Context: an optimization exercise on an open-source flow, tuned for small area, a short achievable clock period and few clock cycles per item. The choices shown serve that exercise and are no tape-out recipe. Function was checked by simulation only, so behaviour that the tests miss may differ from the original.

==> flow/design.v (excerpt) <==
module fp_mul_arbiter #(
   parameter int unsigned CALC_CYCLES = 1
) (
   input  logic        clk,
   input  logic        rst,
   input  logic        req0_valid,
   input  logic        req1_valid,
   output logic        req0_ready,
   output logic        req1_ready,
   input  logic [31:0] req0_a,
   input  logic [31:0] req0_b,
   input  logic [31:0] req1_a,
   input  logic [31:0] req1_b,
   output logic        rsp_valid,
   input  logic        rsp_ready,
   output logic        rsp_id,
   output logic [31:0] rsp_data,
   output logic        busy
);
==> flow/config.mk <==
export PLATFORM = sky130hd
export DESIGN_NAME = fp_mul_arbiter
export DESIGN_NICKNAME = fp_mul_arbiter
export VERILOG_FILES = /design/flow/design.v
export SDC_FILE = /design/flow/constraint.sdc
export NUM_CORES = 4
export LEC_CHECK = 0
export CAP_MARGIN = 20
export CORE_MARGIN = 2
export CORE_UTILIZATION = 55
export PLACE_DENSITY = 0.75
export SETUP_SLACK_MARGIN = 5
export SLEW_MARGIN = 20
export SYNTH_HIERARCHICAL = 1
==> flow/constraint.sdc <==
create_clock -name core_clock -period 11.0 [get_ports {clk}]
set_input_delay 2.2000 -clock core_clock [delete_from_list [all_inputs] [get_ports {clk}]]
set_output_delay 2.2000 -clock core_clock [all_outputs]
set_load 0.01 [all_outputs]
standard.sh (not shown) runs the stock make flow with config.mk's settings and CLKGATE_MAP_FILE= SYNTH_SCRIPT=/design/flow/synth_recipe.tcl, a recipe that flattens the netlist after the stock synthesis.
==> flow/flow/run.sh <==
#!/bin/bash
set -euo pipefail
bash standard.sh "BUFFER_PORTS_ARGS=-buffer_cell sky130_fd_sc_hd__buf_1" SETUP_SLACK_MARGIN=6.0 finish > make.log 2>&1
The starting point passed the timing, design-rule and antenna checks.
Testbench counts at the start, summed over its fixed seeds: cycles 3,224, items 3,200.
Rerun with:
==> flow/flow/run.sh (replaced) <==
#!/bin/bash
set -euo pipefail
bash standard.sh "BUFFER_PORTS_ARGS=-buffer_cell sky130_fd_sc_hd__buf_1" SETUP_SLACK_MARGIN=6.2 finish > make.log 2>&1
- PLACE_DENSITY: 0.75 -> default
Result: The new run ran to the end with no violations; routed wire length rises by 12%; clock-buffer cell count falls by 2; core utilization rises by 2.3 points; fmax falls by about 1%; final cell count rises by 0.92%; non-clock buffer count rises by 30.
Rerun with:
==> flow/flow/run.sh (replaced) <==
#!/bin/bash
set -euo pipefail
bash standard.sh "BUFFER_PORTS_ARGS=-buffer_cell sky130_fd_sc_hd__buf_1" SETUP_SLACK_MARGIN=5.7 finish > make.log 2>&1
After rerunning: The changed run produced a clean layout. Routed wire length went down by 5.4%. Setup slack is worse by 0.16 ns.
Rerun with:
==> flow/flow/run.sh (replaced) <==
#!/bin/bash
set -euo pipefail
bash standard.sh "BUFFER_PORTS_ARGS=-buffer_cell sky130_fd_sc_hd__buf_1" SETUP_SLACK_MARGIN=6.0 finish > make.log 2>&1
- CORE_UTILIZATION: 55 -> 50
The new run ran to the end with no violations; area after synthesis is unchanged; critical path depth decreases by 1; worst hold slack is better by 0.0063 ns.
Rerun with:
==> flow/flow/run.sh (replaced) <==
#!/bin/bash
set -euo pipefail
bash standard.sh "BUFFER_PORTS_ARGS=-buffer_cell sky130_fd_sc_hd__buf_1" SETUP_SLACK_MARGIN=6.0 \
  "CTS_ARGS=-sink_clustering_enable -repair_clock_nets -buf_list sky130_fd_sc_hd__clkbuf_8 -dont_use_dummy_load" \
  finish > make.log 2>&1
- CTS_BUF_LIST: default -> sky130_fd_sc_hd__clkbuf_8
Area after synthesis does not change.
Fmax stays flat.
Wire length fell by 0.42%.
Die area is unchanged.
Worst hold slack loses 0.0035 ns.
Synthesized cell count is unchanged.
Rerun with:
==> flow/flow/run.sh (replaced) <==
#!/bin/bash
set -euo pipefail
bash standard.sh "BUFFER_PORTS_ARGS=-buffer_cell sky130_fd_sc_hd__buf_1" SETUP_SLACK_MARGIN=6.0 finish > make.log 2>&1
- CORE_UTILIZATION: 50 -> 55
- CTS_BUF_LIST: sky130_fd_sc_hd__clkbuf_8 -> default
Effect: Setup slack degrades by 0.060 ns; wire length rose by a few percent; via count rose slightly; core utilization rose by 5.9 points; critical path depth does not change; global-route usage rose by 3.4 points; cell count fell slightly; die area fell by a little under a tenth; sequential cell count stays the same; synthesized cell count is unchanged.

== run Z ==
fp_mul_arbiter, a different RTL version from the one above (not shown whole).
For scale: roughly 2,600 cells after synthesis, ~170 flip-flops.
clock: 11.0 ns
lec_check: 0
cap_margin: 20
core_margin: 2
core_utilization: 40
setup_slack_margin: 5
slew_margin: 20
synth_hierarchical: 1
==> flow/flow/run.sh <==
#!/bin/bash
set -euo pipefail
bash standard.sh "BUFFER_PORTS_ARGS=-buffer_cell sky130_fd_sc_hd__buf_1" finish > make.log 2>&1
Run Z | stages: all done | timing, DRC, antenna: all pass
Testbench counts of run Z, summed over its fixed seeds: cycles 3,224, items 3,200.
## Diff of input files: run P against run Z
==> flow/run.sh (new file) <==
#!/bin/bash
# synth_recipe.tcl (not shown) runs the flow's synth.tcl, then flattens the netlist and writes it again
# the make line also repeats each setting of config.mk as NAME=value (left out here)
make -C /OpenROAD-flow-scripts/flow DESIGN_CONFIG=/design/flow/config.mk WORK_HOME=/design/flow/orfs CLKGATE_MAP_FILE= SYNTH_SCRIPT=/design/flow/synth_recipe.tcl finish
removed: flow/flow/run.sh
removed: flow/standard.sh
Findings:
Between run Z and run P, the flow reports maximum frequency increasing slightly. Compared run P against run Z; worst hold margin within noise. Between run P and run Z, the total number of vias does not differ in any meaningful way. Comparing run P against run Z, there is no change at all in fraction of the mapped netlist area in simple logic gates. Re die area: no difference whatsoever between run Z and run P. [compare] base=run Z new=run P: global placer's final weighted congestion saw an increase; post-route cell area went up by about 4.6%. Wire length of the first global-routing pass sits higher in run P than in run Z.

fp_mul_arbiter with an RTL version that a note above also has.
Size in the first run: roughly 2500 cells after synthesis, roughly 170 I/O pins.
## fp_mul_arbiter
module fp_mul_arbiter #(
   parameter int unsigned CALC_CYCLES = 1
) (
   input  logic        clk,
   input  logic        rst,
   input  logic        req0_valid,
   input  logic        req1_valid,
   output logic        req0_ready,
   output logic        req1_ready,
   input  logic [31:0] req0_a,
   input  logic [31:0] req0_b,
   input  logic [31:0] req1_a,
   input  logic [31:0] req1_b,
   output logic        rsp_valid,
   input  logic        rsp_ready,
   output logic        rsp_id,
   output logic [31:0] rsp_data,
   output logic        busy
);
   logic        ptr_q;
   logic        adv, grant1, acc;
   logic        va_q, ida_q, sga_q, nana_q, infa_q, zeroa_q;
   logic [22:0] fa_q, fb_q;    
   logic [8:0]  esa_q;         
   logic        vb_q, idb_q, sgnb_q, nanb_q, infb_q, zerob_q;
   logic [25:0] sbn_q, cbn_q;  
   logic        cib_q;         
   logic        stb_q;         
   logic [8:0]  esb_q;         
   logic        vr_q, idr_q;
   logic [31:0] dr_q;
   assign adv        = ~(vr_q & ~rsp_ready);
   assign grant1     = req1_valid & (~req0_valid | ptr_q);
   ready_cell u_ready (.rst(rst), .rsp_ready(rsp_ready), .vr(vr_q), .ptr(ptr_q),
                       .req0_valid(req0_valid), .req1_valid(req1_valid),
                       .req0_ready(req0_ready), .req1_ready(req1_ready));
   assign acc        = ~rst & adv & (req0_valid | req1_valid);
   assign rsp_valid = vr_q;
   assign rsp_id    = idr_q;
   assign rsp_data  = dr_q;
   assign busy      = va_q | vb_q | vr_q;
   logic [31:0] as, bs;
   logic [1:0]  nan_r, inf_r, zero_r;
   always_comb begin
      for (int r = 0; r < 2; r++) begin
         logic [31:0] a, b;
         logic        n1, n2, i1, i2, z1, z2;
         a  = r ? req1_a : req0_a;
  ...
==> flow/config.mk <==
export PLATFORM = sky130hd
export DESIGN_NAME = fp_mul_arbiter
export DESIGN_NICKNAME = fp_mul_arbiter
export VERILOG_FILES = /design/flow/design.v
export SDC_FILE = /design/flow/constraint.sdc
export NUM_CORES = 4
export LEC_CHECK = 0
export CAP_MARGIN = 20
export CORE_MARGIN = 2
export CORE_UTILIZATION = 55
export CTS_BUF_LIST = sky130_fd_sc_hd__clkbuf_8
export SETUP_SLACK_MARGIN = 5
export SLEW_MARGIN = 20
export SYNTH_HIERARCHICAL = 1
==> flow/constraint.sdc <==
create_clock -name core_clock -period 11.0 [get_ports {clk}]
set_input_delay 2.2000 -clock core_clock [delete_from_list [all_inputs] [get_ports {clk}]]
set_output_delay 2.2000 -clock core_clock [all_outputs]
set_load 0.01 [all_outputs]
==> flow/flow/run.sh <==
#!/bin/bash
set -euo pipefail
bash standard.sh "BUFFER_PORTS_ARGS=-buffer_cell sky130_fd_sc_hd__buf_1" SETUP_SLACK_MARGIN=6.0 \
  "CTS_ARGS=-sink_clustering_enable -repair_clock_nets -buf_list sky130_fd_sc_hd__clkbuf_8 -dont_use_dummy_load" \
  finish > make.log 2>&1
Testbench counts at the start, summed over its fixed seeds: cycles 3,224, items 3,200.
Then changed:
==> flow/flow/run.sh (replaced) <==
#!/bin/bash
set -euo pipefail
bash standard.sh "BUFFER_PORTS_ARGS=-buffer_cell sky130_fd_sc_hd__buf_1" SETUP_SLACK_MARGIN=6.0 finish > make.log 2>&1
- CORE_UTILIZATION: 55 -> 50
The new run produced a clean layout. Design area climbs by 1.4%. Clock skew is about the same. Critical path depth does not change. Count of clock-buffer cells in the layout stays the same.
Then changed:
- CORE_UTILIZATION: 50 -> 55
Design area falls by 0.77%.
Fmax falls by 1.0%.
Die area falls by about 9%.
Wire length rises by 2.1%.
Setup slack gets worse by 0.051 ns.
Non-clock buffer count falls by 3.
Critical path depth stays the same.

==> static timing again, ports no longer ideal <==
How much do the figures lean on ideal ports? The routed layouts below were timed once more, with nothing changed but the port constraints.
Step 1 assumes that a clkbuf_16 drives the clock port and a buf_2 every other input.
Step 2 times the ports against the registers' clock, not the clock port: input delays grow and output delays shrink by t, the midpoint of the rising clock arrivals with the driver on.
Slacks: ideal ports / drivers / drivers and shift; pairs: ideal ports / drivers.
run	t, ns	setup WS [ns]	latest minus earliest clock arrival (ns)	slew at the worst register clock pin (ns)
the first run of note 1	0.499	6.031 / 5.994 / 5.962	0.023 / 0.022	0.08 / 0.08
the second run of note 1	0.531	5.982 / 5.936 / 5.936	0.030 / 0.030	0.09 / 0.09
the third run of note 1	0.522	5.827 / 5.768 / 5.550	0.023 / 0.022	0.08 / 0.08
the fourth run of note 1	0.518	6.078 / 6.045 / 5.814	0.023 / 0.023	0.09 / 0.09
the fifth run of note 1	0.543	6.080 / 6.046 / 5.845	0.039 / 0.039	0.10 / 0.10
the sixth run of note 1	0.522	6.020 / 5.937 / 5.800	0.025 / 0.024	0.08 / 0.08
run Z	0.536	5.096 / 5.096 / 5.096	0.025 / 0.024	0.08 / 0.08
run P	0.532	5.161 / 5.128 / 5.128	0.023 / 0.023	0.08 / 0.08
the first run of note 3	0.571	6.017 / 5.934 / 5.767	0.039 / 0.039	0.10 / 0.10
the second run of note 3	0.558	6.078 / 6.047 / 5.823	0.037 / 0.037	0.12 / 0.12
the third run of note 3	0.585	6.027 / 5.943 / 5.780	0.029 / 0.029	0.12 / 0.12
After both steps every run listed still meets setup and hold. For the third run of note 1, which loses most, drivers alone change the setup slack by -0.059 ns; drivers and shift together by -0.277 ns.
